This is an optimization exercise on Yosys and OpenROAD, whose aim is small area, not a production implementation.
The RTL was checked by simulation tests, not by an equivalence proof against the original design.
Power is estimated from default activity; no workload was simulated.

==> design.v <==
module pipe_collector #(
    parameter int unsigned WORDS = 64,
    parameter int unsigned WIDTH = 25
) (
    input  logic             clk,
    input  logic             rst,
    input  logic             col_valid,
    output logic             col_ready,
    input  logic [4:0]       col_idx,
    input  logic [WORDS-1:0] col_data,
    input  logic             flush,
    output logic             out_valid,
    input  logic             out_ready,
    output logic [5:0]       out_idx,
    output logic [WIDTH-1:0] out_word,
    output logic             done,
    output logic             idx_err
);
    logic                          drain_q;
    logic [WORDS-1:0][WIDTH-1:0]   buf_q;        
    logic [WIDTH-1:0]              mask_q;           
    logic [WIDTH-1:0]              we;
    logic [5:0]                    out_idx_q;
    logic                          done_q;
    logic                          idx_err_q;
    logic col_accept;
    logic last;
    assign col_accept = col_valid & ~drain_q;
    assign last       = drain_q & out_ready & (out_idx_q == 6'(WORDS-1));
    always_comb begin
        for (int c = 0; c < int'(WIDTH); c++) begin
            we[c] = col_accept & (col_idx == 5'(c));
        end
    end
    logic [WIDTH-1:0] hold;
    always_comb begin
        for (int c = 0; c < int'(WIDTH); c++) begin
            hold[c] = ~we[c] & ~last;
        end
    end
    always_ff @(posedge clk) begin
        for (int c = 0; c < int'(WIDTH); c++) begin
            for (int n = 0; n < int'(WORDS); n++) begin
                buf_q[n][WIDTH-1-c] <= (we[c] & col_data[n]) | (hold[c] & buf_q[n][WIDTH-1-c]);
            end
        end
    end
    always_ff @(posedge clk or posedge rst) begin
        if (rst) begin
            drain_q   <= 1'b0;
            mask_q    <= '0;
            out_idx_q <= '0;
            done_q    <= 1'b0;
            idx_err_q <= 1'b0;
        end else begin
            done_q <= last;
            if (col_accept && col_idx >= 5'(WIDTH)) idx_err_q <= 1'b1;
            if (!drain_q) begin
                mask_q <= mask_q | we;
                if ((&(mask_q | we)) || flush) drain_q <= 1'b1;
            end else if (out_ready) begin
                out_idx_q <= out_idx_q + 6'd1;
                if (last) begin
                    drain_q <= 1'b0;
                    mask_q  <= '0;
                end
            end
        end
    end
    logic [WIDTH-1:0] word;
    always_comb begin
        word = '0;
        for (int n = 0; n < int'(WORDS); n++) begin
            word = word | (buf_q[n] & {WIDTH{out_idx_q == 6'(n)}});
        end
    end
    always_comb begin
        for (int c = 0; c < int'(WIDTH); c++) begin
            out_word[WIDTH-1-c] = word[WIDTH-1-c] & mask_q[c];
        end
    end
    assign col_ready = ~drain_q;
    assign out_valid = drain_q;
    assign out_idx   = out_idx_q;
    assign done      = done_q;
    assign idx_err   = idx_err_q;
endmodule
==> flow/run.sh <==
#!/bin/bash
# Own layout flow: the standard synthesis (for the registers' names and cell
# types), then a hand-mapped netlist of the same design with those registers
# (flow/gen_netlist.py) in its place, then the standard layout steps.
set -euo pipefail
R=orfs/results/sky130hd/pipe_collector/base
bash standard.sh synth > synth_standard.log 2>&1
cp $R/1_2_yosys.v standard_1_2_yosys.v
python3 flow/gen_netlist.py standard_1_2_yosys.v handmap.v > gen_netlist.log 2>&1
cp handmap.v $R/1_2_yosys.v
rm -f $R/1_synth.odb $R/1_synth.sdc
bash standard.sh \
  "CTS_ARGS=-sink_clustering_enable -repair_clock_nets -dont_use_dummy_load -sink_clustering_size 28 -sink_clustering_max_diameter 90" \
  "BUFFER_PORTS_ARGS=-inputs -outputs -buffer_cell sky130_fd_sc_hd__buf_1" \
  finish > layout.log 2>&1
==> flow/gen_netlist.py <==
#!/usr/bin/env python3
"""Hand-mapped sky130hd netlist of pipe_collector (same function as rtl/pipe_collector.sv).

usage: gen_netlist.py STANDARD_NETLIST OUT_NETLIST

The registers keep the names and cell types that the standard synthesis gives
them (read from STANDARD_NETLIST and checked); the logic between them is built
here from library cells:
  * each buffer bit: dfxtp_1 + a22o_1 (load col_data when the column's write
    enable is high, keep when its hold is high, clear when neither);
  * read: one-hot word select; per output bit 21 a222oi_1 + 1 nand2_1, a
    nand4/nor4 tree and an a21boi_0 that applies the received-column mask.
"""
import re
import sys

WORDS, WIDTH = 64, 25
P = "sky130_fd_sc_hd__"

lines = []
wires = set()
count = [0]


def w(name):
    wires.add(name)
    return name


def cell(kind, pins, name=None):
    count[0] += 1
    inst = name or f"g{count[0]}"
    conns = ", ".join(f".{p}({n})" for p, n in pins.items())
    lines.append(f"  {P}{kind} {inst} ({conns});")


def net(prefix, *idx):
    return w(prefix + "".join(f"_{i}" for i in idx))


def inv(a, y):
    cell("inv_1", {"A": a, "Y": y})


def main():
    std, out = sys.argv[1], sys.argv[2]
    text = open(std).read()
    regs = {}
    for m in re.finditer(r"sky130_fd_sc_hd__(df\w+)\s+(\\\S+)\s*\(", text):
        regs[m.group(2)] = m.group(1)

    def reg_name(base):
        # \base$_..._ as the standard synthesis names it
        hits = [n for n in regs if n.startswith("\\" + base + "$")]
        assert len(hits) == 1, (base, hits)
        return hits[0]

    used = {}

    def flop(base, d, q, kind):
        name = reg_name(base)
        assert regs[name].startswith(kind.split("_")[0]), (name, regs[name], kind)
        used[name] = True
        pins = {"CLK": "clk", "D": d, "Q": q}
        if kind.startswith("dfrtp"):
            pins["RESET_B"] = "rst_n"
        cell(regs[name], pins, name + " ")

    inv("rst", w("rst_n"))

    # ---------------- control state ----------------
    drain = "out_valid"
    idx = [f"out_idx[{i}]" for i in range(6)]
    mask = [w(f"mask_{c}") for c in range(WIDTH)]
    idx_err = "idx_err"
    done = "done"

    # col_ready = ~drain; accepting a column: col_valid & ~drain
    inv(drain, "col_ready")
    acc = w("acc")
    cell("nor2b_1", {"A": drain, "B_N": "col_valid", "Y": acc})

    # last: drain & out_ready & out_idx == 63
    cell("nand4_1", {"A": idx[0], "B": idx[1], "C": idx[2], "D": idx[3], "Y": w("l_n1")})
    cell("nand4_1", {"A": idx[4], "B": idx[5], "C": drain, "D": "out_ready", "Y": w("l_n2")})
    last, nlast = w("last"), w("nlast")
    cell("nor2_1", {"A": "l_n1", "B": "l_n2", "Y": last})
    cell("or2_1", {"A": "l_n1", "B": "l_n2", "X": nlast})

    # column write decode: we[c] = acc & col_idx == c
    ci = [f"col_idx[{i}]" for i in range(5)]
    cin = [w(f"ci_n{i}") for i in range(5)]
    for i in range(5):
        inv(ci[i], cin[i])
    lo = []
    for k in range(8):
        b = [ci[i] if (k >> i) & 1 else cin[i] for i in range(3)]
        y = w(f"we_lo{k}")
        cell("and4_1", {"A": acc, "B": b[0], "C": b[1], "D": b[2], "X": y})
        lo.append(y)
    hi = []
    for m in range(4):
        a = ci[3] if m & 1 else cin[3]
        b = ci[4] if m & 2 else cin[4]
        y = w(f"we_hi{m}")
        cell("and2_1", {"A": a, "B": b, "X": y})
        hi.append(y)
    we, hold = [], []
    for c in range(WIDTH):
        y = w(f"we_{c}")
        cell("and2_1", {"A": hi[c >> 3], "B": lo[c & 7], "X": y})
        we.append(y)
        h = w(f"hold_{c}")
        cell("nor2_1", {"A": y, "B": last, "Y": h})
        hold.append(h)

    # idx_err: sticky, set by an accepted column with col_idx >= 25
    cell("or3_1", {"A": ci[0], "B": ci[1], "C": ci[2], "X": w("ie_t")})
    cell("and4_1", {"A": acc, "B": ci[3], "C": ci[4], "D": "ie_t", "X": w("ie_bad")})
    cell("or2_1", {"A": idx_err, "B": "ie_bad", "X": w("ie_d")})
    flop("idx_err_q", "ie_d", idx_err, "dfrtp")

    # done
    flop("done_q", last, done, "dfrtp")

    # mask: (mask | we) & ~last
    md = []
    for c in range(WIDTH):
        y = w(f"mask_d{c}")
        cell("o21a_1", {"A1": mask[c], "A2": we[c], "B1": nlast, "X": y})
        md.append(y)
        flop(f"mask_q[{c}]", y, mask[c], "dfrtp")

    # all columns received: AND of mask_d
    groups = [md[0:4], md[4:8], md[8:12], md[12:16], md[16:20], md[20:23], md[23:25]]
    g_n = []
    for gi, g in enumerate(groups):
        y = w(f"all_n1_{gi}")
        kind = {4: "nand4_1", 3: "nand3_1", 2: "nand2_1"}[len(g)]
        cell(kind, dict(zip("ABCD", g), Y=y))
        g_n.append(y)
    cell("nor4_1", {"A": g_n[0], "B": g_n[1], "C": g_n[2], "D": g_n[3], "Y": w("all_a")})
    cell("nor3_1", {"A": g_n[4], "B": g_n[5], "C": g_n[6], "Y": w("all_b")})
    cell("nand2_1", {"A": "all_a", "B": "all_b", "Y": w("all_n")})
    # collect: all | flush ; drain: ~last
    cell("nand2b_1", {"A_N": "flush", "B": "all_n", "Y": w("go")})
    cell("mux2_1", {"A0": "go", "A1": nlast, "S": drain, "X": w("drain_d")})
    flop("drain_q", "drain_d", drain, "dfrtp")

    # out_idx: += (drain & out_ready)
    carry = w("inc_0")
    cell("and2_1", {"A": drain, "B": "out_ready", "X": carry})
    for i in range(6):
        d = w(f"oidx_d{i}")
        cell("xor2_1", {"A": idx[i], "B": carry, "X": d})
        if i < 5:
            nc = w(f"inc_{i+1}")
            cell("and2_1", {"A": idx[i], "B": carry, "X": nc})
            carry = nc
        flop(f"out_idx_q[{i}]", d, idx[i], "dfrtp")

    # ---------------- buffer ----------------
    q = [[w(f"b_{n}_{b}") for b in range(WIDTH)] for n in range(WORDS)]
    for n in range(WORDS):
        for b in range(WIDTH):
            c = WIDTH - 1 - b
            d = w(f"bd_{n}_{b}")
            cell("a22o_1", {"A1": we[c], "A2": f"col_data[{n}]", "B1": hold[c], "B2": q[n][b], "X": d})
            flop(f"buf_q[{n * WIDTH + b}]", d, q[n][b], "dfxtp")

    # ---------------- read ----------------
    oin = [w(f"oi_n{i}") for i in range(6)]
    for i in range(6):
        inv(idx[i], oin[i])
    slo, shi = [], []
    for k in range(8):
        b = [idx[i] if (k >> i) & 1 else oin[i] for i in range(3)]
        y = w(f"sel_lo_n{k}")
        cell("nand3_1", {"A": b[0], "B": b[1], "C": b[2], "Y": y})
        slo.append(y)
        b = [idx[3 + i] if (k >> i) & 1 else oin[3 + i] for i in range(3)]
        y = w(f"sel_hi_n{k}")
        cell("nand3_1", {"A": b[0], "B": b[1], "C": b[2], "Y": y})
        shi.append(y)
    sel = []
    for n in range(WORDS):
        y = w(f"sel_{n}")
        cell("nor2_1", {"A": shi[n >> 3], "B": slo[n & 7], "Y": y})
        sel.append(y)

    for b in range(WIDTH):
        c = WIDTH - 1 - b
        ys = []
        for t in range(21):
            n0 = 3 * t
            y = w(f"r_{b}_a{t}")
            cell("a222oi_1", {"A1": sel[n0], "A2": q[n0][b], "B1": sel[n0 + 1], "B2": q[n0 + 1][b],
                              "C1": sel[n0 + 2], "C2": q[n0 + 2][b], "Y": y})
            ys.append(y)
        y = w(f"r_{b}_a21")
        cell("nand2_1", {"A": sel[63], "B": q[63][b], "Y": y})
        ys.append(y)
        zs = []
        for gi in range(5):
            z = w(f"r_{b}_z{gi}")
            g = ys[4 * gi:4 * gi + 4]
            cell("nand4_1", {"A": g[0], "B": g[1], "C": g[2], "D": g[3], "Y": z})
            zs.append(z)
        z = w(f"r_{b}_z5")
        cell("nand2_1", {"A": ys[20], "B": ys[21], "Y": z})
        zs.append(z)
        cell("nor4_1", {"A": zs[0], "B": zs[1], "C": zs[2], "D": zs[3], "Y": w(f"r_{b}_w0")})
        cell("nor2_1", {"A": zs[4], "B": zs[5], "Y": w(f"r_{b}_w1")})
        cell("a21boi_0", {"A1": f"r_{b}_w0", "A2": f"r_{b}_w1", "B1_N": mask[c], "Y": f"out_word[{b}]"})

    missing = [n for n in regs if n not in used]
    assert not missing, missing[:5]

    hdr = """module pipe_collector(clk, rst, col_valid, col_ready, col_idx, col_data, flush, out_valid, out_ready, out_idx, out_word, done, idx_err);
  input clk;
  input rst;
  input col_valid;
  output col_ready;
  input [4:0] col_idx;
  input [63:0] col_data;
  input flush;
  output out_valid;
  input out_ready;
  output [5:0] out_idx;
  output [24:0] out_word;
  output done;
  output idx_err;
"""
    body = [f"  wire {x};" for x in sorted(wires)]
    tail = []
    with open(out, "w") as f:
        f.write(hdr + "\n".join(body + lines + tail) + "\nendmodule\n")


if __name__ == "__main__":
    main()
==> standard.sh <==
#!/bin/bash
# synth_recipe.tcl (not shown) runs the flow's synth.tcl, then flattens the netlist and writes it again
# the make line also repeats each setting of config.mk as NAME=value (left out here)
make -C /OpenROAD-flow-scripts/flow DESIGN_CONFIG=/design/flow/config.mk WORK_HOME=/design/flow/orfs CLKGATE_MAP_FILE= SYNTH_SCRIPT=/design/flow/synth_recipe.tcl "${@:-finish}"
==> config.mk <==
export PLATFORM = sky130hd
export DESIGN_NAME = pipe_collector
export DESIGN_NICKNAME = pipe_collector
export VERILOG_FILES = /design/flow/design.v
export SDC_FILE = /design/flow/constraint.sdc
export NUM_CORES = 4
export LEC_CHECK = 0
export CAP_MARGIN = 20
export CORE_MARGIN = 2
export CORE_UTILIZATION = 40
export SLEW_MARGIN = 20
==> constraint.sdc <==
create_clock -name core_clock -period 7.5 [get_ports {clk}]
set_input_delay 1.5000 -clock core_clock [delete_from_list [all_inputs] [get_ports {clk}]]
set_output_delay 1.5000 -clock core_clock [all_outputs]
set_load 0.01 [all_outputs]
==> impl_metrics.ini, run 1 <==
[grt]
grt_pass1_wl_um = 304000
antenna_found_initial = 5
grt_max_degree = 67
grt_overflow = 0
grt_pass1_vias = 41330
grt_usage = 0.2918

[cells_and_area]
postLayoutCoreUtil = 0.4468
nets = 4615
nFillCells = 12230
drive_gt1_frac = 0.08196
final_cells = 6321
fin_area_um2 = 60600
area_growth_pct = 10.83

[timing]
finalCritPeriodShare = 0.8719
fin_skew_ps = 54.75
fin_crit_ps = 6539
fin_tns_setup_ps = 0
finalWorstSetupSlack_ps = 961.1
hold_viol = 0
slew_headroom = 0.2164
finalSetupViolations = 0
rsz0062_at_grt = no
max_freq_mhz = 152.9
maxSlewViolCount = 0
worst_slew_pin_slew_ps = 1165

[setup_path]
end_kind = output port
cp_max_fo = 11
critical_path_class = flop to output port
reg2reg_depth = 10
timing.rr.start = drain_q
cp.arrival_ps = 5040
reg2reg_slack_ps = 3410
worstPathRequired_ps = 6000
critPathLaunchType = flop
r2r_end = drain_q

[synthesis]
synth_cells = 4221
yosysWarnings = 1
synth_nets = 4295
syn_area_per_cell_um2 = 12.95
netlist_area_um2 = 54670

[clock_tree]
clk_path_buf_depth = 3
post_cts_buffers = 0
clock_sinks = 1634
cts_root_buf = clkbuf_16
htreeDepth = 3
clk_pin_slew_worst_paths_ps = 110
cts_resized = 0
cts_made_buffers = 69
clock_latency_ps = 710
cts_tree = yes
hold_buffers = 0

[drt]
drt_iter0_markers = 8577
vias_per_cell = 7.173
drtAntennaViolNets = 0
wl_per_cell_um = 33.93
drt_pass1_iterations = 11
vias = 45340
routed_wl_um = 214500
drc = 0

[pwr]
ir_worst_vdd_mv = 0.2195
powerDensity_nw_per_um2 = 241.1
leakage_nw = 22.33

[floorplanning]
initial_utilization = 0.4031
core_area_um2 = 135600
die_area_um2 = 139700
pin_count = 109
placementRows = 135
die-width_um = 373.7
die_h_um = 373.7

[run]
cap_violations = 0

[placement]
dp.cells = 6251
io_buffers = 108
dp_hpwl_um = 123100
place_area_um2 = 58870
pre_cts_ws_ps = 1923
place_congestion = 0.9100

[worst_hold_path]
min_from = buf_q[1052]
holdPathEnd = buf_q[1052]
worstHoldPathCells = 1
hp-class = flop to flop

[run_status]
status = timing/DRC/antenna clean
where the power goes:
| group | leakage, nW | switching [mW] | total, mW | internal, mW |
|---|---|---|---|---|
| logic | 8.11 | 1.07 | 1.30 | 0.232 |
| registers | 13.4 | 0.104 | 8.91 | 8.81 |
| clock network | 0.850 | 2.73 | 4.40 | 1.67 |
| total | 22.3 | 3.90 | 14.6 | 10.7 |
worst max-delay path, stage by stage (launching register included):
cell      delay (ps)
dfrtp_1          510
inv_1            130
nand3_1          670
nor2_2           380
buf_4            310
a222oi_1         330
nand4_1          510
nor4_1          1050
a21boi_0         250
buf_1            200
worst max path at each step:
stage            startpoint           end  slack, ps
2_1_floorplan     col_valid      buf_q[0]       2390
3_3_place_gp   out_idx_q[1]  out_word[22]       1220
3_5_place_dp   out_idx_q[1]  out_word[21]       1920
4_1_cts        out_idx_q[1]  out_word[21]       1190
5_1_grt        out_idx_q[0]  out_word[20]       1060
6_report       out_idx_q[1]  out_word[21]        960
layer usage:
| metal | up-vias | global-route usage | wire (µm) |
|---|---|---|---|
| met5 | - | 0 | 29 |
| met4 | 4 | 0.1124 | 8461 |
| met3 | 413 | 0.06923 | 25390 |
| met2 | 2992 | 0.4300 | 91010 |
| met1 | 22810 | 0.4114 | 89600 |
| li1 | 19120 | - | - |
placed cells by master, fill, tap and decap left out, types with 34 or more instances in the layout:
cell type	count
nor2_4	34
clkbuf_2	42
nand4_1	132
nand2_1	52
buf_4	140
buf_1	66
nor2_2	56
clkbuf_16	69
a22o_1	1600
dfrtp_1	34
a222oi_1	525
dfxtp_1	1600
sequential cells by signal, summed over array words and instances (netlist names):
name       count
idx_err_q      1
done_q         1
mask_q        25
buf_q       1600
out_idx_q      6
drain_q        1
cell type report:
cell class,instances,area (µm²),area share
sequential,1634,32880,0.5426
multi-input combinational,2574,22190,0.3663
tap,1781,2228,0.03677
clock buffer,69,1727,0.02849
timing repair buffer,249,1514,0.02498
inverter,13,48.80,0.0008053
antenna,1,2.502,0.00004130
metrics by stage:
step | power, mW | hold slack [ps]
6_report | 14.61 | 477.4
5_1_grt | 14.95 | 488.4
4_1_cts | 14.58 | 476.3
3_5_place_dp | 10.34 | 453.8
3_3_place_gp | 10.33 | 454.9
2_1_floorplan | 9.520 | 441.8
==> run 2: changes to the inputs <==
--- a/flow/run.sh
+++ b/flow/run.sh
@@ -11,5 +11,2 @@
 rm -f $R/1_synth.odb $R/1_synth.sdc
-bash standard.sh \
-  "CTS_ARGS=-sink_clustering_enable -repair_clock_nets -dont_use_dummy_load -sink_clustering_size 28 -sink_clustering_max_diameter 90" \
-  "BUFFER_PORTS_ARGS=-inputs -outputs -buffer_cell sky130_fd_sc_hd__buf_1" \
-  finish > layout.log 2>&1
+bash standard.sh "CTS_ARGS=${CTS_ARGS_OVERRIDE:--sink_clustering_enable -repair_clock_nets -dont_use_dummy_load}" finish > layout.log 2>&1
==> impl_metrics.ini, run 2 <==
[timing]
finalWorstSetupSlack_ps = 635.2
finalSetupViolations = 0
finalCritPeriodShare = 0.9153
hold_viol = 0
rsz0062_at_grt = no
worst_slew_pin_slew_ps = 1182
max_freq_mhz = 145.7
hold_slack_ps = 471.1
fin_crit_ps = 6865
slew_headroom = 0.2045
fin_skew_ps = 75.86
maxSlewViolCount = 0
fin_tns_setup_ps = 0

[floorplanning]
initial_utilization = 0.4031
die_area_um2 = 139700
pin_count = 109
placementRows = 135
die_h_um = 373.7
die-width_um = 373.7
core_area_um2 = 135600

[synthesis]
yosysWarnings = 1
syn_area_per_cell_um2 = 12.95
synth_cells = 4221
synth_nets = 4295
netlist_area_um2 = 54670

[drt]
drtAntennaViolNets = 0
drt_iter0_markers = 8513
wl_per_cell_um = 33.75
drt_pass1_iterations = 9
drc = 0
routed_wl_um = 218400
vias = 46360
vias_per_cell = 7.161

[placement]
pre_cts_ws_ps = 1578
io_buffers = 108
place_congestion = 0.9052
dp_hpwl_um = 126400
place_area_um2 = 59880

[cells_and_area]
area_growth_pct = 17.13
drive_gt1_frac = 0.1021
nFillCells = 12030
largest_reg_flops = 1600
postLayoutCoreUtil = 0.4721
register_area_um2 = 32880
nets = 4766
final_cell_mix = dfxtp_1, a22o_1, a222oi_1
fin_area_um2 = 64040
largest-register = buf_q
reg_top3 = buf_q: 1600 flops, mask_q: 25 flops, out_idx_q: 6 flops
multi_input_area_um2 = 22160

[pwr]
clkPwrFrac = 0.407
power_frac_comb = 0.078
ir_worst_vdd_mv = 0.2689
p_seq_frac = 0.514
intPower_mw = 12.97
p_switching_mw = 4.374
leakage_nw = 23.95
netSwitchingFraction = 0.2521
powerDensity_nw_per_um2 = 270.9

[setup_path]
cp.arrival_ps = 5360
cp_cell_sequence = inv_1 -> nand3_1 -> nor2_2 -> buf_4 -> a222oi_1 -> nand4_1 -> nor4_1 -> a21boi_0 -> clkdlybuf4s50_1
cp_max_fo = 12
reg2reg_slack_ps = 4050
critPathMaxStageDelay_ps = 990
critical_path_class = flop to output port
end_kind = output port
worstPathRequired_ps = 6000
slowest_stage = nor4_1
path_buf_inv = 3
critPathLaunchType = flop
crit_family = simple AND/OR/NAND/NOR gates

[grt]
grt_max_degree = 67
grt_pass1_wl_um = 309900
grt_usage = 0.2982
grt_overflow = 0
grt_pass1_vias = 42770
antenna_found_initial = 10

[clock_tree]
cts_made_buffers = 166
cts_resized = 0
clk_path_buf_depth = 3
htreeDepth = 4
hold_buffers = 0
clock_sinks = 1634
clock_latency_ps = 820
clk_pin_slew_worst_paths_ps = 60
cts_tree = yes
post_cts_buffers = 0
cts_root_buf = clkbuf_16

[run_status]
status = timing/DRC/antenna clean

[worst_hold_path]
hp-class = flop to flop

[run]
cap_violations = 0
==> run 2: final timing paths <==
path                         startpoint            to  cells past startpoint
setup reg to reg                drain_q       drain_q                     11
max in group asynchronous           rst  out_idx_q[1]                      2
setup / recovery           out_idx_q[1]  out_word[17]                      9
min in group asynchronous           rst        done_q                      2
hold reg to reg             buf_q[1289]   buf_q[1289]                      1
hold / removal              buf_q[1289]   buf_q[1289]                      1
==> run 2: power groups by stage <==
| stage | Clock (mW) | Sequential (mW) | Combinational (mW) |
|---|---|---|---|
| after global placement | 0 | 9.10 | 1.28 |
| after CTS | 7.11 | 8.92 | 1.30 |
| after global routing | 7.43 | 8.93 | 1.36 |
| after floorplan | 0 | 9.09 | 0.433 |
| final | 7.07 | 8.92 | 1.36 |
| after detailed placement | 0 | 9.10 | 1.29 |
==> run 2: area by class of cell <==
cell class	instances	area share
timing repair buffer	303	0.03994
antenna	2	0.00007816
inverter	13	0.0007620
sequential	1634	0.5135
tap	1781	0.03480
clock buffer	166	0.06487
multi-input combinational	2574	0.3461
==> run 2: routing by layer <==
| metal | part of all wire | vias up | track usage |
|---|---|---|---|
| met3 | 0.12 | 495 | 0.07765 |
| met2 | 0.43 | 3172 | 0.4396 |
| li1 | - | 19430 | - |
| met5 | 0.00048 | - | 0 |
| met4 | 0.041 | 14 | 0.1229 |
| met1 | 0.41 | 23240 | 0.4129 |
==> run 2: metrics by stage <==
step,std cells,power (mW)
global route,6471,17.72
finish,6473,17.35
global placement,6304,10.39
detailed placement,6305,10.40
floorplan,4221,9.520
CTS,6471,17.32
==> run 2: worst register-to-register path: cells and delay by family (launching register included) <==
kind | cells | cell delay (ps)
muxes | 1 | 110
DFF | 1 | 350
buffers and inverters | 2 | 790
and+or+nand+nor | 7 | 1920
AOI/OAI and AO/OA | 1 | 210
==> run 3: changes to the inputs <==
--- a/flow/run.sh
+++ b/flow/run.sh
@@ -11,2 +11,5 @@
 rm -f $R/1_synth.odb $R/1_synth.sdc
-bash standard.sh "CTS_ARGS=${CTS_ARGS_OVERRIDE:--sink_clustering_enable -repair_clock_nets -dont_use_dummy_load}" finish > layout.log 2>&1
+bash standard.sh \
+  "CTS_ARGS=-sink_clustering_enable -repair_clock_nets -dont_use_dummy_load -sink_clustering_size 28 -sink_clustering_max_diameter 90" \
+  "BUFFER_PORTS_ARGS=-inputs -outputs -buffer_cell sky130_fd_sc_hd__buf_1" \
+  finish > layout.log 2>&1
--- a/flow/gen_netlist.py
+++ b/flow/gen_netlist.py
@@ -110,6 +110,6 @@
         y = w(f"we_{c}")
-        cell("and2_1", {"A": hi[c >> 3], "B": lo[c & 7], "X": y})
+        cell("and2_4", {"A": hi[c >> 3], "B": lo[c & 7], "X": y})
         we.append(y)
         h = w(f"hold_{c}")
-        cell("nor2_1", {"A": y, "B": last, "Y": h})
+        cell("nor2_4", {"A": y, "B": last, "Y": h})
         hold.append(h)
@@ -174,11 +174,12 @@
         inv(idx[i], oin[i])
+    # active-high predecode of the low and high 3 index bits, then sel = hi & lo
     slo, shi = [], []
     for k in range(8):
-        b = [idx[i] if (k >> i) & 1 else oin[i] for i in range(3)]
-        y = w(f"sel_lo_n{k}")
-        cell("nand3_1", {"A": b[0], "B": b[1], "C": b[2], "Y": y})
+        b = [oin[i] if (k >> i) & 1 else idx[i] for i in range(3)]
+        y = w(f"sel_lo{k}")
+        cell("nor3_1", {"A": b[0], "B": b[1], "C": b[2], "Y": y})
         slo.append(y)
-        b = [idx[3 + i] if (k >> i) & 1 else oin[3 + i] for i in range(3)]
-        y = w(f"sel_hi_n{k}")
-        cell("nand3_1", {"A": b[0], "B": b[1], "C": b[2], "Y": y})
+        b = [oin[3 + i] if (k >> i) & 1 else idx[3 + i] for i in range(3)]
+        y = w(f"sel_hi{k}")
+        cell("nor3_1", {"A": b[0], "B": b[1], "C": b[2], "Y": y})
         shi.append(y)
@@ -187,3 +188,3 @@
         y = w(f"sel_{n}")
-        cell("nor2_1", {"A": shi[n >> 3], "B": slo[n & 7], "Y": y})
+        cell("and2_4", {"A": shi[n >> 3], "B": slo[n & 7], "X": y})
         sel.append(y)
--- a/config.mk
+++ b/config.mk
@@ -9,3 +9,3 @@
 export CORE_MARGIN = 2
-export CORE_UTILIZATION = 40
+export CORE_UTILIZATION = 55
 export SLEW_MARGIN = 20
==> impl_metrics.ini, run 3 <==
[clock_tree]
cts_tree = yes
cts_root_buf = clkbuf_16
clk_pin_slew_worst_paths_ps = 110
post_cts_buffers = 0
hold_buffers = 0
cts_resized = 0
cts_made_buffers = 68
clock_latency_ps = 690
clk_path_buf_depth = 3
htreeDepth = 3
clock_sinks = 1634

[pwr]
power_frac_comb = 0.081
clkPwrFrac = 0.300
ir_worst_vdd_mv = 0.1860
p_switching_mw = 3.710
netSwitchingFraction = 0.2576
intPower_mw = 10.69
powerDensity_nw_per_um2 = 241.6
leakage_nw = 22.19
p_seq_frac = 0.619

[floorplanning]
pin_count = 109
initial_utilization = 0.5532
die-width_um = 320.9
die_area_um2 = 103000
die_h_um = 320.9
core_area_um2 = 99860
placementRows = 116

[synthesis]
netlist_area_um2 = 55240
yosysWarnings = 1
syn_area_per_cell_um2 = 13.09
synth_cells = 4221
synth_nets = 4295

[setup_path]
startpoint = out_idx_q[3]
cp_max_fo = 25
critical_path_class = flop to output port
critPathLaunchType = flop
slowest_stage = nor3_1
end_kind = output port
critPathMaxStageDelay_ps = 850
worstPathRequired_ps = 6000
cp.arrival_ps = 4650
cp_cell_sequence = inv_1 -> nor3_1 -> and2_4 -> a222oi_1 -> nand4_1 -> nor4_1 -> buf_4 -> a21boi_0 -> buf_1
crit_family = simple AND/OR/NAND/NOR gates
path_buf_inv = 3
timing.rr.start = drain_q

[timing]
hold_slack_ps = 483.2
worst_slew_pin_slew_ps = 1245
rsz0062_at_grt = no
slew_headroom = 0.1624
max_freq_mhz = 162.7
fin_tns_setup_ps = 0
fin_crit_ps = 6147
hold_viol = 0
finalSetupViolations = 0
fin_skew_ps = 28.49
finalCritPeriodShare = 0.8196
maxSlewViolCount = 0

[worst_hold_path]
min_from = idx_err_q
hp-class = flop to flop

[cells_and_area]
antennaDiodeCount = 0
largest_reg_flops = 1600
nets = 4546
nFillCells = 7971
drive_gt1_frac = 0.06935
final_cells = 5768
reg_top3 = buf_q: 1600 flops, mask_q: 25 flops, out_idx_q: 6 flops
area_growth_pct = 7.916
final_cell_mix = dfxtp_1, a22o_1, a222oi_1
largest-register = buf_q

[drt]
drt_pass1_iterations = 13
drc = 0
vias = 44680
drt_iter0_markers = 8479
routed_wl_um = 206700
drtAntennaViolNets = 0
vias_per_cell = 7.746
wl_per_cell_um = 35.84

[placement]
dp_hpwl_um = 118900
io_buffers = 108
place_congestion = 0.8763
dp.cells = 5699

[grt]
grt_pass1_wl_um = 297300
grt_max_degree = 67
grt_pass1_vias = 41260
grt_overflow = 0
grt_usage = 0.3879
antenna_found_initial = 6

[run]
cap_violations = 0

[run_status]
status = timing/DRC/antenna clean
[run 3: cell type report]
class / count / area, µm² / share of cell area
clock buffer: 68 / 1702 / 0.02854
inverter: 13 / 48.80 / 0.0008185
multi-input combinational: 2574 / 22350 / 0.3748
sequential: 1634 / 32880 / 0.5516
tap: 1298 / 1624 / 0.02724
timing repair buffer: 181 / 1015 / 0.01702
[run 3: worst paths after layout]
path / to / slack [ps] / depth (start not counted)
max in group asynchronous: drain_q / 5830 / 2
worst min-delay path: idx_err_q / 480 / 1
worst max register to register: drain_q / 3880 / 11
worst min register to register: idx_err_q / 480 / 1
worst max-delay path: out_word[24] / 1350 / 9
min in group asynchronous: mask_q[5] / 1030 / 2
[run 3: power by group through the flow]
stage | Clock (mW) | Sequential, mW | Combinational, mW
final | 4.33 | 8.91 | 1.17
after global routing | 4.67 | 8.93 | 1.17
after CTS | 4.35 | 8.91 | 1.11
after detailed placement | 0 | 9.10 | 1.10
after global placement | 0 | 9.10 | 1.10
after floorplan | 0 | 9.09 | 0.454
[run 3: through the flow]
step	total power, mW	worst slack, ps	area (µm²)	util
2_1_floorplan	9.541	1687	55240	-
3_3_place_gp	10.20	2232	57910	0.5799
3_5_place_dp	10.21	2231	57910	0.5799
4_1_cts	14.37	1440	59610	0.5969
5_1_grt	14.77	1150	59620	0.5970
6_report	14.40	1353	59620	0.5970
[run 3: layer usage]
metal	GRT usage	part of all wire
met1	0.5492	0.41
met3	0.07852	0.11
met4	0.1648	0.045
met2	0.5762	0.43
met5	0	0.00026
==> run 4: changes to the inputs <==
--- a/config.mk
+++ b/config.mk
@@ -9,3 +9,3 @@
 export CORE_MARGIN = 2
-export CORE_UTILIZATION = 55
+export CORE_UTILIZATION = 40
 export SLEW_MARGIN = 20
==> impl_metrics.ini, run 4 <==
[run_status]
status = timing/DRC/antenna clean

[drt]
drtAntennaViolNets = 0
drc = 0
drt_iter0_markers = 8282
routed_wl_um = 214000
wl_per_cell_um = 33.99
vias_per_cell = 7.116
drt_pass1_iterations = 13
vias = 44790

[cells_and_area]
drive_gt1_frac = 0.06787
multi_input_area_um2 = 22330
largest-register = buf_q
final_cell_mix = dfxtp_1, a22o_1, a222oi_1
register_area_um2 = 32880
largest_reg_flops = 1600
nets = 4570
nFillCells = 12450
reg_top3 = buf_q: 1600 flops, mask_q: 25 flops, out_idx_q: 6 flops
final_cells = 6294
area_growth_pct = 9.331

[worst_hold_path]
hp-class = flop to flop

[timing]
finalCritPeriodShare = 0.8022
fin_tns_setup_ps = 0
fin_skew_ps = 79.92
fin_crit_ps = 6016
hold_viol = 0
maxSlewViolCount = 0
rsz0062_at_grt = no
finalWorstSetupSlack_ps = 1484
finalSetupViolations = 0
slew_headroom = 0.1144
worst_slew_pin_slew_ps = 1316
max_freq_mhz = 166.2

[synthesis]
synth_cells = 4221
syn_area_per_cell_um2 = 13.09
yosysWarnings = 1
netlist_area_um2 = 55240
synth_nets = 4295

[grt]
antenna_found_initial = 9
gr-usage-met2 = 0.4284
gr-usage-met1 = 0.3992
grt_usage = 0.2893
grt_pass1_vias = 42010
use_met3 = 0.06277
grt_max_degree = 67
grt-busiest-layer = met2
grt_overflow = 0
grt_pass1_wl_um = 304300

[floorplanning]
pin_count = 109
core_area_um2 = 137300
initial_utilization = 0.4023
die_area_um2 = 141100
placementRows = 136
die-width_um = 375.6
die_h_um = 375.6

[placement]
pre_cts_ws_ps = 2397
io_buffers = 108
dp_hpwl_um = 120400
dp.cells = 6219
place_congestion = 0.9390

[clock_tree]
clk_pin_slew_worst_paths_ps = 100
post_cts_buffers = 0
clk_path_buf_depth = 3
cts_made_buffers = 69
htreeDepth = 3
hold_buffers = 0
clock_sinks = 1634
cts_resized = 0
clock_latency_ps = 690
cts_tree = yes
cts_root_buf = clkbuf_16

[run]
cap_violations = 0

[setup_path]
worstPathRequired_ps = 6000
critical_path_class = flop to output port
slowest_stage = nor4_1
path_buf_inv = 3
critPathLaunchType = flop
crit_family = simple AND/OR/NAND/NOR gates
end_kind = output port
cp.arrival_ps = 4520
critPathMaxStageDelay_ps = 1250
cp_max_fo = 25
cp_cell_sequence = inv_1 -> nor3_1 -> buf_4 -> and2_4 -> a222oi_1 -> nand4_1 -> nor4_1 -> a21boi_0 -> buf_1

[pwr]
ir_worst_vdd_mv = 0.1638
leakage_nw = 22.23
p_total_mw = 14.50
powerDensity_nw_per_um2 = 240.1
[run 4: worst reg2reg max path, delay by kind of cell, from the launching register on]
family                 cells  cell delay, ps
AND/OR/NAND/NOR            7            2380
flip-flops                 1             560
buffers and inverters      1             510
AO/OA/AOI/OAI              1             210
multiplexers               1             120
[run 4: area by class of cell]
cell class / instances / area share
Tap cell: 1794 / 0.03716
Inverter: 13 / 0.0008079
Timing Repair Buffer: 204 / 0.01912
Multi-Input combinational cell: 2574 / 0.3697
Sequential cell: 1634 / 0.5444
Clock buffer: 69 / 0.02859
Antenna cell: 6 / 0.0002486
[run 4: routing by layer]
layer,share of wire,routed length (µm)
met1,0.41,87460
met2,0.42,90470
met3,0.12,24630
met4,0.053,11370
met5,0.00012,26
[run 4: path summary, 6_finish.rpt]
| path | start | endpoint | slack, ps | depth (start not counted) |
|---|---|---|---|---|
| min in group asynchronous | rst | mask_q[24] | 890 | 3 |
| worst max register to register | drain_q | drain_q | 3670 | 10 |
| worst min register to register | buf_q[1200] | buf_q[1200] | 480 | 1 |
| worst max-delay path | out_idx_q[1] | out_word[0] | 1480 | 9 |
| worst min-delay path | buf_q[1200] | buf_q[1200] | 480 | 1 |
| max in group asynchronous | rst | out_idx_q[0] | 6190 | 3 |
[run 4: per-stage QoR]
step                      utilization  hold slack [ps]  instance area (µm²)
final                          0.4398            480.5                60400
after global routing           0.4398            494.1                60390
after CTS                      0.4397            479.7                60380
after detailed placement       0.4271            453.8                58660
after global placement         0.4271            455.5                58660
after floorplan                     -            441.8                55240
[run 4: power by group]
group	total, mW	leakage, nW	switching [mW]	internal (mW)
sequential	8.91	13.4	0.107	8.81
combinational	1.21	8.01	0.967	0.245
clock	4.37	0.850	2.70	1.67
total	14.5	22.2	3.78	10.7
==> run 5: changes to the inputs <==
--- a/design.v
+++ b/design.v
@@ -19,4 +19,5 @@
     logic                          drain_q;
+    logic                          phase_q;
     logic [WORDS-1:0][WIDTH-1:0]   buf_q;        
-    logic [WIDTH-1:0]              mask_q;           
+    logic [WIDTH-1:0]              mask_q;       
     logic [WIDTH-1:0]              we;
@@ -34,8 +35,2 @@
     end
-    logic [WIDTH-1:0] hold;
-    always_comb begin
-        for (int c = 0; c < int'(WIDTH); c++) begin
-            hold[c] = ~we[c] & ~last;
-        end
-    end
     always_ff @(posedge clk) begin
@@ -43,3 +38,3 @@
             for (int n = 0; n < int'(WORDS); n++) begin
-                buf_q[n][WIDTH-1-c] <= (we[c] & col_data[n]) | (hold[c] & buf_q[n][WIDTH-1-c]);
+                buf_q[n][WIDTH-1-c] <= we[c] ? (col_data[n] ^ ~phase_q) : ~buf_q[n][WIDTH-1-c];
             end
@@ -50,2 +45,3 @@
             drain_q   <= 1'b0;
+            phase_q   <= 1'b0;
             mask_q    <= '0;
@@ -55,3 +51,4 @@
         end else begin
-            done_q <= last;
+            phase_q <= ~phase_q;
+            done_q  <= last;
             if (col_accept && col_idx >= 5'(WIDTH)) idx_err_q <= 1'b1;
@@ -75,2 +72,3 @@
         end
+        word = word ^ {WIDTH{phase_q}};
     end
--- a/flow/gen_netlist.py
+++ b/flow/gen_netlist.py
@@ -8,6 +8,7 @@
 here from library cells:
-  * each buffer bit: dfxtp_1 + a22o_1 (load col_data when the column's write
-    enable is high, keep when its hold is high, clear when neither);
+  * each buffer bit: dfxtp_1 + o22ai_1; the buffer is stored relative to a
+    phase bit that toggles every edge, so an unwritten bit inverts and a
+    written one loads ~(col_data ^ phase);
   * read: one-hot word select; per output bit 21 a222oi_1 + 1 nand2_1, a
-    nand4/nor4 tree and an a21boi_0 that applies the received-column mask.
+    nand4/nor4 tree, the phase XOR and the received-column mask.
 """
@@ -113,3 +114,3 @@
         h = w(f"hold_{c}")
-        cell("nor2_4", {"A": y, "B": last, "Y": h})
+        cell("nand2_4", {"A": hi[c >> 3], "B": lo[c & 7], "Y": h})
         hold.append(h)
@@ -161,3 +162,14 @@
 
+    # ---------------- phase ----------------
+    ph = w("phase_q")
+    cell("inv_1", {"A": ph, "Y": w("phase_d")})
+    flop("phase_q", "phase_d", ph, "dfrtp")
+
     # ---------------- buffer ----------------
+    # r[n] = col_data[n] ^ phase; bit: ~((q | we) & (hold | r)) = we ? ~r : ~q
+    r = []
+    for n in range(WORDS):
+        y = w(f"rd_{n}")
+        cell("xor2_1", {"A": f"col_data[{n}]", "B": ph, "X": y})
+        r.append(y)
     q = [[w(f"b_{n}_{b}") for b in range(WIDTH)] for n in range(WORDS)]
@@ -167,3 +179,3 @@
             d = w(f"bd_{n}_{b}")
-            cell("a22o_1", {"A1": we[c], "A2": f"col_data[{n}]", "B1": hold[c], "B2": q[n][b], "X": d})
+            cell("o22ai_1", {"A1": q[n][b], "A2": we[c], "B1": hold[c], "B2": r[n], "Y": d})
             flop(f"buf_q[{n * WIDTH + b}]", d, q[n][b], "dfxtp")
@@ -214,3 +226,5 @@
         cell("nor2_1", {"A": zs[4], "B": zs[5], "Y": w(f"r_{b}_w1")})
-        cell("a21boi_0", {"A1": f"r_{b}_w0", "A2": f"r_{b}_w1", "B1_N": mask[c], "Y": f"out_word[{b}]"})
+        cell("nand2_1", {"A": f"r_{b}_w0", "B": f"r_{b}_w1", "Y": w(f"r_{b}_raw")})
+        cell("xor2_1", {"A": f"r_{b}_raw", "B": ph, "X": w(f"r_{b}_x")})
+        cell("and2_1", {"A": f"r_{b}_x", "B": mask[c], "X": f"out_word[{b}]"})
 
--- a/config.mk
+++ b/config.mk
@@ -7,5 +7,5 @@
 export LEC_CHECK = 0
-export CAP_MARGIN = 20
+export CAP_MARGIN = 5
 export CORE_MARGIN = 2
-export CORE_UTILIZATION = 40
-export SLEW_MARGIN = 20
+export CORE_UTILIZATION = 60
+export SLEW_MARGIN = 5
==> impl_metrics.ini, run 5 <==
[run_status]
status = complete, but fails checks
check.faults = max-capacitance violations, max-slew violations

[pwr]
leakage_nw = 20.29
powerDensity_nw_per_um2 = 257.7
netSwitchingFraction = 0.2552
intPower_mw = 10.89
p_switching_mw = 3.731
p_total_mw = 14.62
power_frac_comb = 0.088
ir_worst_vdd_mv = 0.2345
clkPwrFrac = 0.292
p_seq_frac = 0.621

[drt]
drt_pass1_iterations = 14
wl_per_cell_um = 34.57
drt_iter0_markers = 9052
vias_per_cell = 8.050
drtAntennaViolNets = 0
drc = 0
routed_wl_um = 198600
vias = 46240

[placement]
dp_hpwl_um = 111000
io_buffers = 108
dp.cells = 5674
place_area_um2 = 55030
place_congestion = 0.9580

[clock_tree]
clk_path_buf_depth = 3
clock_sinks = 1635
cts_made_buffers = 68
cts_resized = 0
clock_latency_ps = 670
hold_buffers = 0
post_cts_buffers = 0
htreeDepth = 3
clk_pin_slew_worst_paths_ps = 110
cts_tree = yes
cts_root_buf = clkbuf_16

[setup_path]
cp_cell_sequence = inv_1 -> nor3_1 -> and2_4 -> a222oi_1 -> nand4_1 -> nor4_1 -> nand2_1 -> xor2_1 -> and2_1 -> buf_1
cp.arrival_ps = 4960
end_kind = output port
slowest_stage = nor4_1
reg2reg_slack_ps = 3820
critical_path_class = flop to output port
worstPathRequired_ps = 6000
critPathMaxStageDelay_ps = 1290
startpoint = out_idx_q[2]
crit_end = out_word[4]
r2r_end = drain_q
critPathLaunchType = flop
reg2reg_depth = 9
timing.rr.start = drain_q
cp_max_fo = 25

[cells_and_area]
multi_input_area_um2 = 19670
nets = 4663
area_growth_pct = 8.896
reg_top3 = buf_q: 1600 flops, mask_q: 25 flops, out_idx_q: 6 flops
largest_reg_flops = 1600
nFillCells = 6865
drive_gt1_frac = 0.07020
final_cells = 5744
largest-register = buf_q
final_cell_mix = dfxtp_1, o22ai_1, a222oi_1
register_area_um2 = 32910
fin_area_um2 = 56750

[timing]
hold_viol = 0
max_freq_mhz = 154.9
finalSetupViolations = 0
rsz0062_at_grt = no
finalCritPeriodShare = 0.8609
maxSlewViolCount = 1
slew_headroom = -0.001064
worst_slew_pin_slew_ps = 1488
fin_crit_ps = 6457
fin_tns_setup_ps = 0
fin_skew_ps = 37.92

[worst_hold_path]
hp-class = flop to flop

[floorplanning]
pin_count = 109
placementRows = 108
die_h_um = 298.7
initial_utilization = 0.6025
die-width_um = 298.7
die_area_um2 = 89220
core_area_um2 = 86480

[grt]
grt_pass1_vias = 42450
grt_usage = 0.4253
grt_max_degree = 66
grt_overflow = 0
grt_pass1_wl_um = 285700
antenna_found_initial = 1

[synthesis]
yosysWarnings = 1
netlist_area_um2 = 52110
synth_nets = 4411
syn_area_per_cell_um2 = 12.02
synth_cells = 4337

[run]
cap_violations = 1
run 5: power by group through the flow:
stage / Clock [mW] / Sequential (mW) / Combinational [mW]
after global routing: 4.54 / 9.11 / 1.28
after floorplan: 0 / 9.23 / 0.640
after CTS: 4.26 / 9.07 / 1.21
after detailed placement: 0 / 9.27 / 1.20
final: 4.26 / 9.08 / 1.29
after global placement: 0 / 9.26 / 1.19
run 5: worst max-delay path: cells and delay by family, from the launching register on:
kind                   cells  cell delay [ps]
flip-flops                 1              480
XOR/XNOR                   1              240
buffers and inverters      2              340
AO/OA/AOI/OAI              1              460
AND/OR/NAND/NOR            6             2760
run 5: worst min path at each step:
stage                      from     endpoint  cells after the start
global placement     buf_q[395]   buf_q[395]                      1
CTS                 buf_q[1235]  buf_q[1235]                      1
global route        buf_q[1116]  buf_q[1116]                      1
detailed placement  buf_q[1147]  buf_q[1147]                      1
finish              buf_q[1276]  buf_q[1276]                      1
floorplan              buf_q[0]     buf_q[0]                      1
run 5: area by class of cell:
cell class,instances,area share
Sequential cell,1635,0.5800
Multi-Input combinational cell,2688,0.3466
Clock buffer,68,0.02999
Tap cell,1155,0.02547
Timing Repair Buffer,182,0.01693
Inverter,14,0.0009261
Antenna cell,2,0.00008820
run 5: per-layer routing:
| metal | global-route usage | routed length, µm | up-vias |
|---|---|---|---|
| li1 | - | - | 19420 |
| met1 | 0.5837 | 75200 | 22840 |
| met2 | 0.6202 | 83290 | 3374 |
| met3 | 0.1121 | 28470 | 604 |
| met4 | 0.2185 | 11550 | 4 |
| met5 | 0 | 76 | - |
run 5: metrics by stage:
stage / hold slack, ps / worst slack [ps] / util
3_3_place_gp: 441.0 / 2308 / 0.6364
2_1_floorplan: 434.0 / 2911 / -
5_1_grt: 471.5 / 1224 / 0.6561
4_1_cts: 461.8 / 1502 / 0.6560
3_5_place_dp: 448.3 / 2252 / 0.6364
6_report: 460.4 / 1043 / 0.6561
==> run 6: changes to the inputs <==
--- a/flow/run.sh
+++ b/flow/run.sh
@@ -12,3 +12,3 @@
 bash standard.sh \
-  "CTS_ARGS=-sink_clustering_enable -repair_clock_nets -dont_use_dummy_load -sink_clustering_size 28 -sink_clustering_max_diameter 90" \
+  "CTS_ARGS=-sink_clustering_enable -repair_clock_nets -dont_use_dummy_load -sink_clustering_size 16 -sink_clustering_max_diameter 80 -buf_list sky130_fd_sc_hd__clkbuf_8" \
   "BUFFER_PORTS_ARGS=-inputs -outputs -buffer_cell sky130_fd_sc_hd__buf_1" \
--- a/flow/gen_netlist.py
+++ b/flow/gen_netlist.py
@@ -12,3 +12,3 @@
   * read: one-hot word select; per output bit 21 a222oi_1 + 1 nand2_1, a
-    nand4/nor4 tree, the phase XOR and the received-column mask.
+    nand4/or4 tree, the phase XOR and the received-column mask.
 """
@@ -189,9 +189,9 @@
     for k in range(8):
-        b = [oin[i] if (k >> i) & 1 else idx[i] for i in range(3)]
+        b = [idx[i] if (k >> i) & 1 else oin[i] for i in range(3)]
         y = w(f"sel_lo{k}")
-        cell("nor3_1", {"A": b[0], "B": b[1], "C": b[2], "Y": y})
+        cell("and3_1", {"A": b[0], "B": b[1], "C": b[2], "X": y})
         slo.append(y)
-        b = [oin[3 + i] if (k >> i) & 1 else idx[3 + i] for i in range(3)]
+        b = [idx[3 + i] if (k >> i) & 1 else oin[3 + i] for i in range(3)]
         y = w(f"sel_hi{k}")
-        cell("nor3_1", {"A": b[0], "B": b[1], "C": b[2], "Y": y})
+        cell("and3_1", {"A": b[0], "B": b[1], "C": b[2], "X": y})
         shi.append(y)
@@ -224,5 +224,4 @@
         zs.append(z)
-        cell("nor4_1", {"A": zs[0], "B": zs[1], "C": zs[2], "D": zs[3], "Y": w(f"r_{b}_w0")})
-        cell("nor2_1", {"A": zs[4], "B": zs[5], "Y": w(f"r_{b}_w1")})
-        cell("nand2_1", {"A": f"r_{b}_w0", "B": f"r_{b}_w1", "Y": w(f"r_{b}_raw")})
+        cell("or4_1", {"A": zs[0], "B": zs[1], "C": zs[2], "D": zs[3], "X": w(f"r_{b}_w0")})
+        cell("or3_1", {"A": f"r_{b}_w0", "B": zs[4], "C": zs[5], "X": w(f"r_{b}_raw")})
         cell("xor2_1", {"A": f"r_{b}_raw", "B": ph, "X": w(f"r_{b}_x")})
--- a/config.mk
+++ b/config.mk
@@ -7,5 +7,5 @@
 export LEC_CHECK = 0
-export CAP_MARGIN = 5
+export CAP_MARGIN = 20
 export CORE_MARGIN = 2
-export CORE_UTILIZATION = 60
-export SLEW_MARGIN = 5
+export CORE_UTILIZATION = 65
+export SLEW_MARGIN = 20
==> impl_metrics.ini, run 6 <==
[clock_tree]
cts_made_buffers = 112
clk_pin_slew_worst_paths_ps = 100
cts_tree = yes
clk_path_buf_depth = 3
post_cts_buffers = 0
cts_resized = 0
hold_buffers = 0
htreeDepth = 3
clock_latency_ps = 780
cts_root_buf = clkbuf_8
clock_sinks = 1635

[grt]
grt_overflow = 0
grt-busiest-layer = met2
gr-usage-met1 = 0.5620
grt_max_degree = 66
gr-usage-met2 = 0.6613
grt_pass1_vias = 42640
grt_usage = 0.4364
grt_pass1_wl_um = 271400
antenna_found_initial = 6
use_met3 = 0.1076

[pwr]
p_total_mw = 14.34
ir_worst_vdd_mv = 0.2111
powerDensity_nw_per_um2 = 253.7
leakage_nw = 20.47

[setup_path]
timing.rr.start = drain_q
r2r_end = drain_q
reg2reg_depth = 9
critical_path_class = flop to output port
reg2reg_slack_ps = 3920
cp_max_fo = 25
cp.arrival_ps = 5030
critPathLaunchType = flop
end_kind = output port
worstPathRequired_ps = 6000

[timing]
maxSlewViolCount = 0
finalSetupViolations = 0
finalCritPeriodShare = 0.8705
fin_skew_ps = 37.96
slew_headroom = 0.2692
hold_viol = 0
fin_tns_setup_ps = 0
worst_slew_pin_slew_ps = 1096
hold_slack_ps = 461.0
max_freq_mhz = 153.2
fin_crit_ps = 6529
rsz0062_at_grt = no

[floorplanning]
pin_count = 109
die-width_um = 287.2
initial_utilization = 0.6588
die_h_um = 287.2
placementRows = 103
die_area_um2 = 82480
core_area_um2 = 79130

[cells_and_area]
reg_top3 = buf_q: 1600 flops, mask_q: 25 flops, out_idx_q: 6 flops
fin_area_um2 = 56530
largest-register = buf_q
nFillCells = 5869
nets = 4688
largest_reg_flops = 1600
final_cell_mix = dfxtp_1, o22ai_1, a222oi_1
drive_gt1_frac = 0.08044
area_growth_pct = 8.444
register_area_um2 = 32910
multi_input_area_um2 = 19690

[drt]
drt_pass1_iterations = 11
wl_per_cell_um = 33.04
drt_iter0_markers = 8230
vias = 45890
drc = 0
drtAntennaViolNets = 0
routed_wl_um = 187200
vias_per_cell = 8.099

[run]
cap_violations = 0

[placement]
io_buffers = 108
dp_hpwl_um = 103700
place_area_um2 = 54960
place_congestion = 0.9519

[synthesis]
synth_cells = 4312
syn_area_per_cell_um2 = 12.09
netlist_area_um2 = 52130
synth_nets = 4386
yosysWarnings = 1

[worst_hold_path]
worstHoldPathCells = 1
holdPathEnd = buf_q[813]
min_from = buf_q[813]
hp-class = flop to flop

[run_status]
status = timing/DRC/antenna clean
-- run 6: how the worst max path moves through the flow --
stage	to	start	depth (start not counted)	slack (ps)
global route	out_word[5]	out_idx_q[2]	10	940
global placement	out_word[21]	out_idx_q[2]	10	2030
detailed placement	out_word[10]	out_idx_q[0]	10	1900
finish	out_word[5]	out_idx_q[2]	10	970
CTS	out_word[10]	out_idx_q[0]	10	1070
floorplan	out_word[0]	phase_q	2	2910
-- run 6: power breakdown --
group	internal, mW	total, mW	switching [mW]
combinational	0.346	1.33	0.989
sequential	8.91	9.07	0.152
clock	1.33	3.94	2.61
total	10.6	14.3	3.75
-- run 6: per-layer routing --
layer	wire, µm	share of wire	up-vias
li1	-	-	19460
met1	67500	0.36	22360
met2	80560	0.43	3354
met3	25690	0.14	713
met4	13410	0.072	6
met5	36	0.00019	-
-- run 6: metrics by stage --
step                utilization  worst slack (ps)  cells
floorplan                     -              2911   4312
global placement         0.6946              2031   5549
detailed placement       0.6946              1903   5549
CTS                      0.7141              1074   5661
global route             0.7143             935.5   5663
finish                   0.7144             971.4   5666
-- run 6: area by class of cell --
| class | count | area share |
|---|---|---|
| Antenna cell | 4 | 0.0001771 |
| Clock buffer | 112 | 0.02727 |
| Inverter | 14 | 0.0009296 |
| Multi-Input combinational cell | 2663 | 0.3482 |
| Sequential cell | 1635 | 0.5822 |
| Tap cell | 1050 | 0.02324 |
| Timing Repair Buffer | 188 | 0.01802 |
-- run 6: critical path, stage by stage (launching register included) --
cell and delay, ps:
dfrtp_1 500, inv_1 110, and3_1 350, and2_4 370, a222oi_1 440, nand4_1 570, or4_1 910, or3_1 450
xor2_1 150, and2_1 190, buf_1 180
==> run 7: changes to the inputs <==
--- a/config.mk
+++ b/config.mk
@@ -9,3 +9,3 @@
 export CORE_MARGIN = 2
-export CORE_UTILIZATION = 65
+export CORE_UTILIZATION = 55
 export SLEW_MARGIN = 20
==> impl_metrics.ini, run 7 <==
[clock_tree]
cts_tree = yes
cts_root_buf = clkbuf_8
hold_buffers = 0
clock_latency_ps = 850
cts_made_buffers = 112
clock_sinks = 1635
htreeDepth = 3
clk_pin_slew_worst_paths_ps = 100
post_cts_buffers = 0
cts_resized = 0
clk_path_buf_depth = 3

[pwr]
power_frac_comb = 0.095
ir_worst_vdd_mv = 0.1709
netSwitchingFraction = 0.2669
p_seq_frac = 0.627
powerDensity_nw_per_um2 = 254.4
leakage_nw = 20.49
clkPwrFrac = 0.278
intPower_mw = 10.59
p_switching_mw = 3.856

[grt]
grt_max_degree = 66
grt_pass1_wl_um = 284700
grt_usage = 0.3892
grt_pass1_vias = 42050
grt_overflow = 0
antenna_found_initial = 10

[setup_path]
end_kind = output port
cp_max_fo = 25
worstPathRequired_ps = 6000
cp_num_cells = 10
critPathMaxStageDelay_ps = 920
critPathLaunchType = flop
reg2reg_depth = 10
cp.arrival_ps = 5250
crit_family = simple AND/OR/NAND/NOR gates
cp_cell_sequence = inv_1 -> and3_1 -> and2_4 -> a222oi_1 -> nand4_1 -> or4_1 -> or3_1 -> xor2_1 -> and2_1 -> buf_1
slowest_stage = or4_1
path_buf_inv = 2
critical_path_class = flop to output port

[timing]
worst_slew_pin_slew_ps = 1109
slew_headroom = 0.2608
hold_viol = 0
finalSetupViolations = 0
fin_skew_ps = 64.65
rsz0062_at_grt = no
max_freq_mhz = 148.0
fin_tns_setup_ps = 0
finalCritPeriodShare = 0.9006
maxSlewViolCount = 0
fin_crit_ps = 6755

[placement]
io_buffers = 108
place_congestion = 0.9471
dp.cells = 5759
place_area_um2 = 55240
dp_hpwl_um = 108700

[worst_hold_path]
hp-class = flop to flop
worstHoldPathCells = 1

[synthesis]
netlist_area_um2 = 52130
synth_cells = 4312
syn_area_per_cell_um2 = 12.09
synth_nets = 4386
yosysWarnings = 1

[cells_and_area]
drive_gt1_frac = 0.08165
area_growth_pct = 8.938
nets = 4693
fin_area_um2 = 56790
final_cell_mix = dfxtp_1, o22ai_1, a222oi_1
largest-register = buf_q
largest_reg_flops = 1600
final_cells = 5875
reg_top3 = buf_q: 1600 flops, mask_q: 25 flops, out_idx_q: 6 flops

[drt]
drc = 0
routed_wl_um = 197900
drt_pass1_iterations = 11
vias_per_cell = 7.748
wl_per_cell_um = 33.68
vias = 45520
drtAntennaViolNets = 0
drt_iter0_markers = 7949

[floorplanning]
pin_count = 109
core_area_um2 = 93610
die_area_um2 = 97260
die_h_um = 311.9
placementRows = 112
initial_utilization = 0.5569
die-width_um = 311.9

[run]
cap_violations = 0

[run_status]
status = timing/DRC/antenna clean
## run 7: power by group through the flow
| stage | Sequential (mW) | Clock (mW) | Combinational (mW) |
|---|---|---|---|
| 2_1_floorplan | 9.23 | 0 | 0.667 |
| 3_3_place_gp | 9.25 | 0 | 1.27 |
| 3_5_place_dp | 9.26 | 0 | 1.29 |
| 4_1_cts | 9.06 | 4.04 | 1.29 |
| 5_1_grt | 9.09 | 4.34 | 1.38 |
| 6_report | 9.06 | 4.01 | 1.37 |
## run 7: worst paths after layout
check,from,end,slack [ps]
worst max-delay path,out_idx_q[1],out_word[7],750
worst min-delay path,buf_q[1576],buf_q[1576],460
worst max register to register,drain_q,drain_q,3900
worst min register to register,buf_q[1576],buf_q[1576],460
max in group asynchronous,rst,phase_q,5950
min in group asynchronous,rst,out_idx_q[4],850
## run 7: final cells by class
| cell class | instances | area, µm² |
|---|---|---|
| Antenna cell | 4 | 10.01 |
| Multi-Input combinational cell | 2663 | 19660 |
| Sequential cell | 1635 | 32910 |
| Timing Repair Buffer | 193 | 1044 |
| Tap cell | 1254 | 1569 |
| Inverter | 14 | 52.55 |
| Fill cell | 8003 | 36820 |
| Clock buffer | 112 | 1541 |
## run 7: worst register-to-register path, delay by kind of cell, from the launching register on
kind	cells	cell delay (ps)
AND/OR/NAND/NOR	7	1940
buffers and inverters	1	660
flip-flops	1	580
AO/OA/AOI/OAI	1	260
multiplexers	1	120
## run 7: per-layer routing
| layer | share of wire | up-vias | global-route usage | wire length (µm) |
|---|---|---|---|---|
| met2 | 0.44 | 2945 | 0.5930 | 86250 |
| li1 | - | 19460 | - | - |
| met5 | 0.00013 | - | 0 | 25 |
| met4 | 0.057 | 4 | 0.1945 | 11220 |
| met1 | 0.38 | 22530 | 0.5177 | 76130 |
| met3 | 0.12 | 579 | 0.09430 | 24240 |
## run 7: per-stage QoR
stage / util / power (mW) / hold slack [ps] / setup slack [ps]
2_1_floorplan: - / 9.895 / 434.0 / 2911
3_3_place_gp: 0.5901 / 10.53 / 441.0 / 1944
3_5_place_dp: 0.5901 / 10.55 / 448.3 / 1890
4_1_cts: 0.6066 / 14.39 / 462.2 / 969.4
5_1_grt: 0.6066 / 14.81 / 471.4 / 696.4
6_report: 0.6067 / 14.45 / 462.3 / 745.3

[afterwards: timing with drivers on the ports]
In the flow no input, the clock included, has a driving cell. The finished layouts below were timed again as built, in two steps.
Step 1 (the two cells are an assumption about what drives the block):
set clk [get_ports {clk}]
set_driving_cell -lib_cell sky130_fd_sc_hd__clkbuf_16 $clk
set_driving_cell -lib_cell sky130_fd_sc_hd__buf_2 [delete_from_list [all_inputs] $clk]
Step 2 also shifts input and output timing later by t, the mid clock arrival at the registers, as if the neighbouring blocks saw the same clock.
Slacks: ideal ports / drivers / drivers and shift; pairs: ideal ports / drivers.
| run | t (ns) | setup WS [ns] | hold WS [ns] | worst data-port slew with drivers (ns) |
|---|---|---|---|---|
| run 1 | 0.757 | 0.961 / 0.885 / 1.642 | 0.477 / 0.477 / 0.477 | 0.13 |
| run 2 | 0.863 | 0.635 / 0.549 / 1.412 | 0.471 / 0.471 / 0.471 | 0.12 |
| run 3 | 0.749 | 1.353 / 1.281 / 2.030 | 0.483 / 0.483 / 0.483 | 0.09 |
| run 4 | 0.728 | 1.484 / 1.412 / 2.140 | 0.480 / 0.480 / 0.480 | 0.14 |
| run 5 | 0.723 | 1.043 / 0.971 / 1.694 | 0.460 / 0.460 / 0.460 | 0.12 |
| run 6 | 0.838 | 0.971 / 0.906 / 1.743 | 0.461 / 0.461 / 0.461 | 0.15 |
| run 7 | 0.882 | 0.745 / 0.672 / 1.554 | 0.462 / 0.462 / 0.462 | 0.04 |
